What follows belongs to an exercise in optimizing a design on an open flow for small area, a short achievable clock period and few clock cycles per item; a production flow would make more cautious choices. In this exercise RTL edits were held to simulation tests only and were not proved equivalent to the original.

==> inputs of exp/violet <==
// foveated_shading_rate_classifier_top
module foveated_shading_rate_classifier_top #(
  parameter int COORD_BITS = 12
) (
  input  logic                                 clk,
  input  logic                                 rst_n,
  input  logic                                 in_tvalid,
  output logic                                 in_tready,
  input  logic [23:0]                          in_tdata,    
  output logic                                 out_tvalid,
  input  logic                                 out_tready,
  output logic [7:0]                           out_tdata,   
  input  logic                                 cfg_we,
  input  logic [fsrc_pkg::CFG_IDX_W-1:0]       cfg_index,
  input  logic [fsrc_pkg::CFG_DATA_W-1:0]      cfg_wdata
);
Settings: LEC_CHECK=0, ABC_AREA=1, CAP_MARGIN=10, CORE_MARGIN=2, CORE_UTILIZATION=40, CTS_CLUSTER_DIAMETER=120, CTS_CLUSTER_SIZE=25, SETUP_SLACK_MARGIN=4.6, SLEW_MARGIN=10; clock period 7.5 ns.
run.sh (not shown) runs the stock make flow with config.mk's settings and CLKGATE_MAP_FILE= SYNTH_SCRIPT=/design/flow/synth_recipe.tcl, a recipe that flattens the netlist after the stock synthesis.
==> exp/sierra (differences from exp/violet) <==
Settings changed: CAP_MARGIN 10 to 20, CTS_CLUSTER_DIAMETER 120 to 100, CTS_CLUSTER_SIZE 25 to 20, SETUP_SLACK_MARGIN 4.6 to 4.7, SLEW_MARGIN 10 to 20.
==> exp/lagoon (differences from exp/violet) <==
Settings changed: SETUP_SLACK_MARGIN 4.6 to 4.5.
==> comparison table <==
item	exp/lagoon	exp/violet	exp/sierra
Fill cells	11800	11700	11700
WL/cell	18.9 um	19.4 um	19.5 um
Share of cell area taken by multi-input logic gates	53.9%	53.9%	53.6%
Fraction of area in registers	28.7%	28.6%	28.3%
Diodes inserted	2	1	1
Min-Delay Startpoint	u_axis_y.eo	u_axis_y.eo	u_axis_x.eo
Clock skew after layout	0.0567 ns	0.0642 ns	0.0560 ns
Violation count after the first detailed-routing iteration	3510	3876	3907
Count of buffering cells on the critical path with inverters included	4	2	5
Global-route total usage across every layer	21.8%	22.7%	22.8%
Number of cell instances on the worst register-to-register path	10	6	11
Post-layout nets	6537	6539	6591
Worst-case headroom to the max-slew limit	21.8%	36.9%	43.6%
Result of the run	timing/DRC/antenna clean	timing/DRC/antenna clean	timing/DRC/antenna clean
Register cell area after layout	0.0152 mm^2	0.0152 mm^2	0.0153 mm^2
Share of layout cells above drive strength 1	5.75%	6.36%	8.70%
Shortest period the worst path allows	2.97 ns	2.88 ns	2.88 ns
Cell repeated most along the worst path	fa_1	fa_1	fa_2
Critical path data required time	7.97 ns	7.98 ns	8.00 ns
Post-cts gate resize count	50	92	155
Testbench counts of exp/violet, summed over its fixed seeds: cycles 16,448, items 16,384.
Testbench counts of exp/sierra, summed over its fixed seeds: cycles 16,448, items 16,384.
Testbench counts of exp/lagoon, summed over its fixed seeds: cycles 16,448, items 16,384.

========
==> build 21 <==
Another version of the RTL of foveated_shading_rate_classifier_top (not shown whole).
==> flow/config.mk <==
export PLATFORM = sky130hd
export DESIGN_NAME = foveated_shading_rate_classifier_top
export DESIGN_NICKNAME = foveated_shading_rate_classifier_top
export VERILOG_FILES = /design/flow/design.v
export SDC_FILE = /design/flow/constraint.sdc
export NUM_CORES = 4
export LEC_CHECK = 0
export ABC_AREA = 1
export CAP_MARGIN = 10
export CORE_MARGIN = 2
export CORE_UTILIZATION = 40
export CTS_CLUSTER_DIAMETER = 120
export CTS_CLUSTER_SIZE = 25
export SETUP_SLACK_MARGIN = 4.7
export SLEW_MARGIN = 10
==> flow/constraint.sdc <==
create_clock -name core_clock -period 7.5 [get_ports {clk}]
set_input_delay 1.5000 -clock core_clock [delete_from_list [all_inputs] [get_ports {clk}]]
set_output_delay 1.5000 -clock core_clock [all_outputs]
set_load 0.01 [all_outputs]
==> trial 38: changes against build 21 <==
==> flow/config.mk (replaced) <==
export PLATFORM = sky130hd
export DESIGN_NAME = foveated_shading_rate_classifier_top
export DESIGN_NICKNAME = foveated_shading_rate_classifier_top
export VERILOG_FILES = /design/flow/design.v
export SDC_FILE = /design/flow/constraint.sdc
export NUM_CORES = 4
export LEC_CHECK = 0
export ABC_AREA = 1
export CAP_MARGIN = 20
export CORE_MARGIN = 2
export CORE_UTILIZATION = 40
export CTS_CLUSTER_DIAMETER = 100
export CTS_CLUSTER_SIZE = 20
export SETUP_SLACK_MARGIN = 4.7
export SLEW_MARGIN = 20
export TNS_END_PERCENT = 30
==> trial 90: changes against build 21 <==
--- a/flow/design.v
+++ b/flow/design.v
@@ -87,16 +87,16 @@
   logic pp60;
   logic pg61;
   logic pp62;
   logic pg63;
   logic pp64;
   logic [15:0] m;
-  logic [7:0] d1, d2, d3;
+  logic [30:0] inv3_r;
   logic [15:0] hi_or;
   logic big_r;
-  logic [30:0] inv3_r;
+  logic [7:0] d1, d2, d3;
   logic q65;
   logic q66;
   logic q67;
   logic q68;
   logic q69;
   logic q70;
@@ -1014,12 +1014,28 @@
   assign cy[11] = pg53 | (pp54 & pg63);
   assign cy[12] = pg55 | (pp56 & pg63);
   assign cy[13] = pg57 | (pp58 & pg63);
   assign cy[14] = pg59 | (pp60 & pg63);
   assign cy[15] = pg61 | (pp62 & pg63);
   assign dd = pp ^ cy ^ {16{~co}};
+  assign hi_or[0] = inv_hi;
+  assign hi_or[1] = hi_or[0] | inv[28];
+  assign hi_or[2] = hi_or[1] | inv[27];
+  assign hi_or[3] = hi_or[2] | inv[26];
+  assign hi_or[4] = hi_or[3] | inv[25];
+  assign hi_or[5] = hi_or[4] | inv[24];
+  assign hi_or[6] = hi_or[5] | inv[23];
+  assign hi_or[7] = hi_or[6] | inv[22];
+  assign hi_or[8] = hi_or[7] | inv[21];
+  assign hi_or[9] = hi_or[8] | inv[20];
+  assign hi_or[10] = hi_or[9] | inv[19];
+  assign hi_or[11] = hi_or[10] | inv[18];
+  assign hi_or[12] = hi_or[11] | inv[17];
+  assign hi_or[13] = hi_or[12] | inv[16];
+  assign hi_or[14] = hi_or[13] | inv[15];
+  assign hi_or[15] = hi_or[14] | inv[14];
   assign d1[0] = m[0] & ~m[1];
   assign d2[0] = ~m[0] & m[1];
   assign d3[0] = m[0] & m[1];
   assign d1[1] = m[2] & ~m[3];
   assign d2[1] = ~m[2] & m[3];
   assign d3[1] = m[2] & m[3];
@@ -1038,28 +1054,12 @@
   assign d1[6] = m[12] & ~m[13];
   assign d2[6] = ~m[12] & m[13];
   assign d3[6] = m[12] & m[13];
   assign d1[7] = m[14] & ~m[15];
   assign d2[7] = ~m[14] & m[15];
   assign d3[7] = m[14] & m[15];
-  assign hi_or[0] = inv_hi;
-  assign hi_or[1] = hi_or[0] | inv[28];
-  assign hi_or[2] = hi_or[1] | inv[27];
-  assign hi_or[3] = hi_or[2] | inv[26];
-  assign hi_or[4] = hi_or[3] | inv[25];
-  assign hi_or[5] = hi_or[4] | inv[24];
-  assign hi_or[6] = hi_or[5] | inv[23];
-  assign hi_or[7] = hi_or[6] | inv[22];
-  assign hi_or[8] = hi_or[7] | inv[21];
-  assign hi_or[9] = hi_or[8] | inv[20];
-  assign hi_or[10] = hi_or[9] | inv[19];
-  assign hi_or[11] = hi_or[10] | inv[18];
-  assign hi_or[12] = hi_or[11] | inv[17];
-  assign hi_or[13] = hi_or[12] | inv[16];
-  assign hi_or[14] = hi_or[13] | inv[15];
-  assign hi_or[15] = hi_or[14] | inv[14];
   assign q65 = (d1[0] & inv[0]) | (d3[0] & inv3_r[0]);
   assign q66 = (d1[0] & inv[1]) | (d2[0] & inv[0]) | (d3[0] & inv3_r[1]);
   assign q67 = (d1[0] & inv[2]) | (d2[0] & inv[1]) | (d3[0] & inv3_r[2]);
   assign q68 = (d1[0] & inv[3]) | (d2[0] & inv[2]) | (d3[0] & inv3_r[3]);
   assign q69 = (d1[0] & inv[4]) | (d2[0] & inv[3]) | (d3[0] & inv3_r[4]);
   assign q70 = (d1[0] & inv[5]) | (d2[0] & inv[4]) | (d3[0] & inv3_r[5]);
@@ -1714,14 +1714,14 @@
   assign c804 = ((e[13] & e[16]) & (e[14] & e[15])) | (e[15] & ((e[13] & e[16]) ^ (e[14] & e[15])));
   assign qa = {1'b0, sr865, sr863, sr861, sr859, sr857, sr855, sr853, sr851, sr849, sr847, sr845, sr843, sr841, sr839, sr837, sr835, sr833, sr831, sr829, sr827, sr825, sr823, sr821, sr819, sr817, sr815, sr813, sr811, sr809, sr808, sr806, 1'b0, sr805};
   assign qb = {1'b0, sr866, sr864, sr862, sr860, sr858, sr856, sr854, sr852, sr850, sr848, sr846, sr844, sr842, sr840, sr838, sr836, sr834, sr832, sr830, sr828, sr826, sr824, sr822, sr820, sr818, sr816, sr814, sr812, sr810, 1'b0, sr807, 1'b0, 1'b0};
   assign q = qa + qb;
   always_ff @(posedge clk) begin
     m <= dd;
-    big_r <= |(m & hi_or);
     inv3_r <= {2'b00, inv} + {1'b0, inv, 1'b0};
+    big_r <= |(m & hi_or);
     mr453 <= q65;
     mr454 <= q66;
     mr455 <= q67;
     mr456 <= q95;
     mr457 <= q68;
     mr458 <= q96;
@@ -1898,44 +1898,41 @@
   localparam int QD  = CAP - 1;      
   logic [11:0] half_width_r;
   logic [31:0] left_center_r, right_center_r;
   logic [28:0] inv_x_r, inv_y_r;
   logic        inv_x_hi_r, inv_y_hi_r;
   logic [16:0] inner_sq_r, mid_sq_r;
-  logic [31:0] wd0, wd1;             
-  logic [6:0]  ld;                   
-  assign wd0 = cfg_wdata & {32{rst_n}};
-  assign wd1 = cfg_wdata | {32{!rst_n}};
-  always_comb begin
-    for (int k = 0; k < 7; k++) begin
-      ld[k] = !rst_n || (cfg_we && (cfg_index == 3'(k)));
-    end
-  end
-  function automatic logic [31:0] ldv(input logic [31:0] dflt, input logic [31:0] w0,
-                                      input logic [31:0] w1);
-    ldv = (w1 & dflt) | (w0 & ~dflt);
-  endfunction
-  logic [31:0] d_hw, d_inv, d_inner, d_mid;
-  assign d_hw    = ldv(32'(fsrc_pkg::RST_HALF_WIDTH), wd0, wd1);
-  assign d_inv   = ldv(fsrc_pkg::RST_INV_SCALE, wd0, wd1);
-  assign d_inner = ldv(32'(fsrc_pkg::RST_INNER_SQ), wd0, wd1);
-  assign d_mid   = ldv(32'(fsrc_pkg::RST_MID_SQ), wd0, wd1);
   always_ff @(posedge clk) begin
-    if (ld[fsrc_pkg::CFG_HALF_WIDTH])   half_width_r   <= d_hw[11:0];
-    if (ld[fsrc_pkg::CFG_LEFT_CENTER])  left_center_r  <= wd0;
-    if (ld[fsrc_pkg::CFG_RIGHT_CENTER]) right_center_r <= wd0;
-    if (ld[fsrc_pkg::CFG_INV_SCALE_X]) begin
-      inv_x_r    <= d_inv[28:0];
-      inv_x_hi_r <= |d_inv[31:29];
-    end
-    if (ld[fsrc_pkg::CFG_INV_SCALE_Y]) begin
-      inv_y_r    <= d_inv[28:0];
-      inv_y_hi_r <= |d_inv[31:29];
+    if (!rst_n) begin
+      half_width_r   <= fsrc_pkg::RST_HALF_WIDTH;
+      left_center_r  <= '0;
+      right_center_r <= '0;
+      inv_x_r        <= fsrc_pkg::RST_INV_SCALE[28:0];
+      inv_x_hi_r     <= |fsrc_pkg::RST_INV_SCALE[31:29];
+      inv_y_r        <= fsrc_pkg::RST_INV_SCALE[28:0];
+      inv_y_hi_r     <= |fsrc_pkg::RST_INV_SCALE[31:29];
+      inner_sq_r     <= fsrc_pkg::RST_INNER_SQ;
+      mid_sq_r       <= fsrc_pkg::RST_MID_SQ;
+    end else if (cfg_we) begin
+      case (cfg_index)
+        fsrc_pkg::CFG_HALF_WIDTH:   half_width_r   <= cfg_wdata[11:0];
+        fsrc_pkg::CFG_LEFT_CENTER:  left_center_r  <= cfg_wdata;
+        fsrc_pkg::CFG_RIGHT_CENTER: right_center_r <= cfg_wdata;
+        fsrc_pkg::CFG_INV_SCALE_X: begin
+          inv_x_r    <= cfg_wdata[28:0];
+          inv_x_hi_r <= |cfg_wdata[31:29];
+        end
+        fsrc_pkg::CFG_INV_SCALE_Y: begin
+          inv_y_r    <= cfg_wdata[28:0];
+          inv_y_hi_r <= |cfg_wdata[31:29];
+        end
+        fsrc_pkg::CFG_INNER_SQ:     inner_sq_r     <= cfg_wdata[16:0];
+        fsrc_pkg::CFG_MID_SQ:       mid_sq_r       <= cfg_wdata[16:0];
+        default: ;
+      endcase
     end
-    if (ld[fsrc_pkg::CFG_INNER_SQ])     inner_sq_r     <= d_inner[16:0];
-    if (ld[fsrc_pkg::CFG_MID_SQ])       mid_sq_r       <= d_mid[16:0];
   end
   logic [3:0]     cnt_r;             
   logic           rdy_r, rdy_q;       
   logic [NST-1:0] v_r;
   logic           acc, dlv;
   logic [3:0]     cnt_nxt;
@@ -1986,36 +1983,34 @@
     .c      (centre[31:16]),
     .inv    (inv_y_r),
     .inv_hi (inv_y_hi_r),
     .sq     (sqy),
     .ov     (ovy)
   );
-  function automatic logic gt3(input logic [17:0] x, input logic [17:0] y,
-                               input logic [17:0] t);
-    logic [17:0] nt, s, c;
-    logic [18:0] r;
+  function automatic logic gt3(input logic [20:0] x, input logic [20:0] y,
+                               input logic [20:0] t);
+    logic [20:0] nt, s, c;
+    logic [21:0] r;
     nt  = ~t;
     s   = x ^ y ^ nt;
     c   = (x & y) | (nt & (x ^ y));
     r   = {1'b0, s} + {c, 1'b0};
-    gt3 = r[18];
+    gt3 = r[21];
   endfunction
   logic        ok, in_all, mid_all;
   logic        le_inner, gt_a, gt_b, le_mid, le_one;
   logic [1:0]  cls_nxt, cls_r;
   always_comb begin
     ok       = !(ovx || ovy);
     in_all   = &inner_sq_r;
     mid_all  = &mid_sq_r;
-    le_inner = in_all || (ok && !gt3({1'b0, sqx}, {1'b0, sqy}, {1'b0, inner_sq_r}));
-    gt_a     = !in_all && (!ok || (|sqy[16:15]) ||
-                           gt3({1'b0, sqx}, {1'b0, sqy[14:0], 2'b00}, {1'b0, inner_sq_r}));
-    gt_b     = !in_all && (!ok || (|sqx[16:15]) ||
-                           gt3({1'b0, sqx[14:0], 2'b00}, {1'b0, sqy}, {1'b0, inner_sq_r}));
-    le_mid   = mid_all || (ok && !gt3({1'b0, sqx}, {1'b0, sqy}, {1'b0, mid_sq_r}));
-    le_one   = ok && !gt3({1'b0, sqx}, {1'b0, sqy}, 18'd65536);
+    le_inner = in_all || (ok && !gt3({4'd0, sqx}, {4'd0, sqy}, {4'd0, inner_sq_r}));
+    gt_a     = !in_all && (!ok || gt3({4'd0, sqx}, {2'd0, sqy, 2'b00}, {4'd0, inner_sq_r}));
+    gt_b     = !in_all && (!ok || gt3({2'd0, sqx, 2'b00}, {4'd0, sqy}, {4'd0, inner_sq_r}));
+    le_mid   = mid_all || (ok && !gt3({4'd0, sqx}, {4'd0, sqy}, {4'd0, mid_sq_r}));
+    le_one   = ok && !gt3({4'd0, sqx}, {4'd0, sqy}, 21'd65536);
     if (le_inner)    cls_nxt = (gt_a && gt_b) ? 2'd1 : 2'd0;
     else if (le_mid) cls_nxt = 2'd1;
     else if (le_one) cls_nxt = 2'd2;
     else             cls_nxt = 2'd3;
   end
   always_ff @(posedge clk) begin
==> flow/config.mk (replaced) <==
export PLATFORM = sky130hd
export DESIGN_NAME = foveated_shading_rate_classifier_top
export DESIGN_NICKNAME = foveated_shading_rate_classifier_top
export VERILOG_FILES = /design/flow/design.v
export SDC_FILE = /design/flow/constraint.sdc
export NUM_CORES = 4
export LEC_CHECK = 0
export CAP_MARGIN = 20
export CORE_MARGIN = 2
export CORE_UTILIZATION = 40
export SETUP_SLACK_MARGIN = 4.7
export SLEW_MARGIN = 20
==> results.txt <==
status -> timing/DRC/antenna clean
CTS clk-pin slew, worst paths -> 100 ps
max frequency -> 353 MHz
hold slack final -> 337 ps
CP cell instances -> clkinvlp_4 -> buf_4 -> o22ai_1 -> a21oi_1 -> fa_1 -> inv_1 -> fa_1 -> fa_1
count of cell types in the netlist -> 53
M3 GR Usage -> 5.19%
instance count on the critical path -> 8
DR WL/cell -> 20.4 um
end point of the critical path -> u_axis_x.mr494
Nets -> 6801
post-route insts no fill -> 7577
Source of the figures above: build 21

==> results.txt <==
DR WL/cell -> 20.4 um
CP cell instances -> fa_1 -> ha_4 -> a21o_1 -> a21o_1 -> a2111oi_4 -> buf_4 -> a31oi_4 -> nor3_2 -> buf_4 -> a21oi_4 -> nand4_1 -> a21oi_1 -> or3b_1
Nets -> 6111
M3 GR Usage -> 4.01%
status -> timing/DRC/antenna clean
hold slack final -> 342 ps
CTS clk-pin slew, worst paths -> 60 ps
end point of the critical path -> u_axis_x.eo
instance count on the critical path -> 13
count of cell types in the netlist -> 79
cells on worst reg2reg path -> 13
max frequency -> 325 MHz
Source of the figures above: trial 90

==> results.txt <==
Nets -> 6758
CTS clk-pin slew, worst paths -> 90 ps
seq_cells -> 698
post-place setup slack -> 3610 ps
Root Buffer -> clkbuf_16
# fillers -> 12.2k
pin count of the biggest net entering global routing -> 55
hold slack final -> 340 ps
end point of the critical path -> u_axis_y.mr497
status -> timing/DRC/antenna clean
post-route insts no fill -> 7538
DR WL/cell -> 19.9 um
CP cell instances -> nor2_4 -> clkinvlp_4 -> clkbuf_16 -> o22ai_1 -> a21oi_1 -> fa_1 -> fa_1 -> inv_1 -> fa_1
instance count on the critical path -> 9
M3 GR Usage -> 5.14%
Source of the figures above: trial 38

Testbench counts of build 21, summed over its fixed seeds: cycles 16,448, items 16,384.
Testbench counts of trial 38, summed over its fixed seeds: cycles 16,448, items 16,384.
Testbench counts of trial 90, summed over its fixed seeds: cycles 16,448, items 16,384.

==> port drivers added, routing unchanged <==
The flow's constraints put no driver on any port. The routed layouts listed below were extracted and timed again, unchanged, in two steps. Step 1 sets driving cells, clkbuf_16 on the clock port and buf_2 on the other inputs (assumed; they add their load-dependent delay and slew). Step 2 times the ports against the registers' clock, not the clock port: input delays grow and output delays shrink by t, the midpoint of the rising clock arrivals with the driver on. a / b / c = no drivers / after step 1 / after step 2; a / b = the first two.
| run | shift t [ns] | slack for setup (ns) | worst hold slack (ns) | latest minus earliest clock arrival (ns) |
|---|---|---|---|---|
| exp/violet | 0.685 | 4.618 / 4.618 / 4.006 | 0.339 / 0.339 / 0.339 | 0.066 / 0.066 |
| exp/sierra | 0.697 | 4.624 / 4.624 / 4.114 | 0.335 / 0.335 / 0.335 | 0.058 / 0.058 |
| exp/lagoon | 0.665 | 4.528 / 4.528 / 4.021 | 0.335 / 0.335 / 0.335 | 0.060 / 0.060 |
| build 21 | 0.711 | 4.666 / 4.665 / 4.051 | 0.337 / 0.337 / 0.337 | 0.052 / 0.052 |
| trial 38 | 0.727 | 4.607 / 4.580 / 4.019 | 0.340 / 0.340 / 0.340 | 0.065 / 0.064 |
| trial 90 | 0.732 | 4.426 / 4.426 / 3.896 | 0.342 / 0.342 / 0.342 | 0.052 / 0.052 |
After both steps setup and hold are still met in every run listed. For build 21, which loses most, drivers alone change the setup slack by -0.001 ns; drivers and shift together by -0.615 ns.
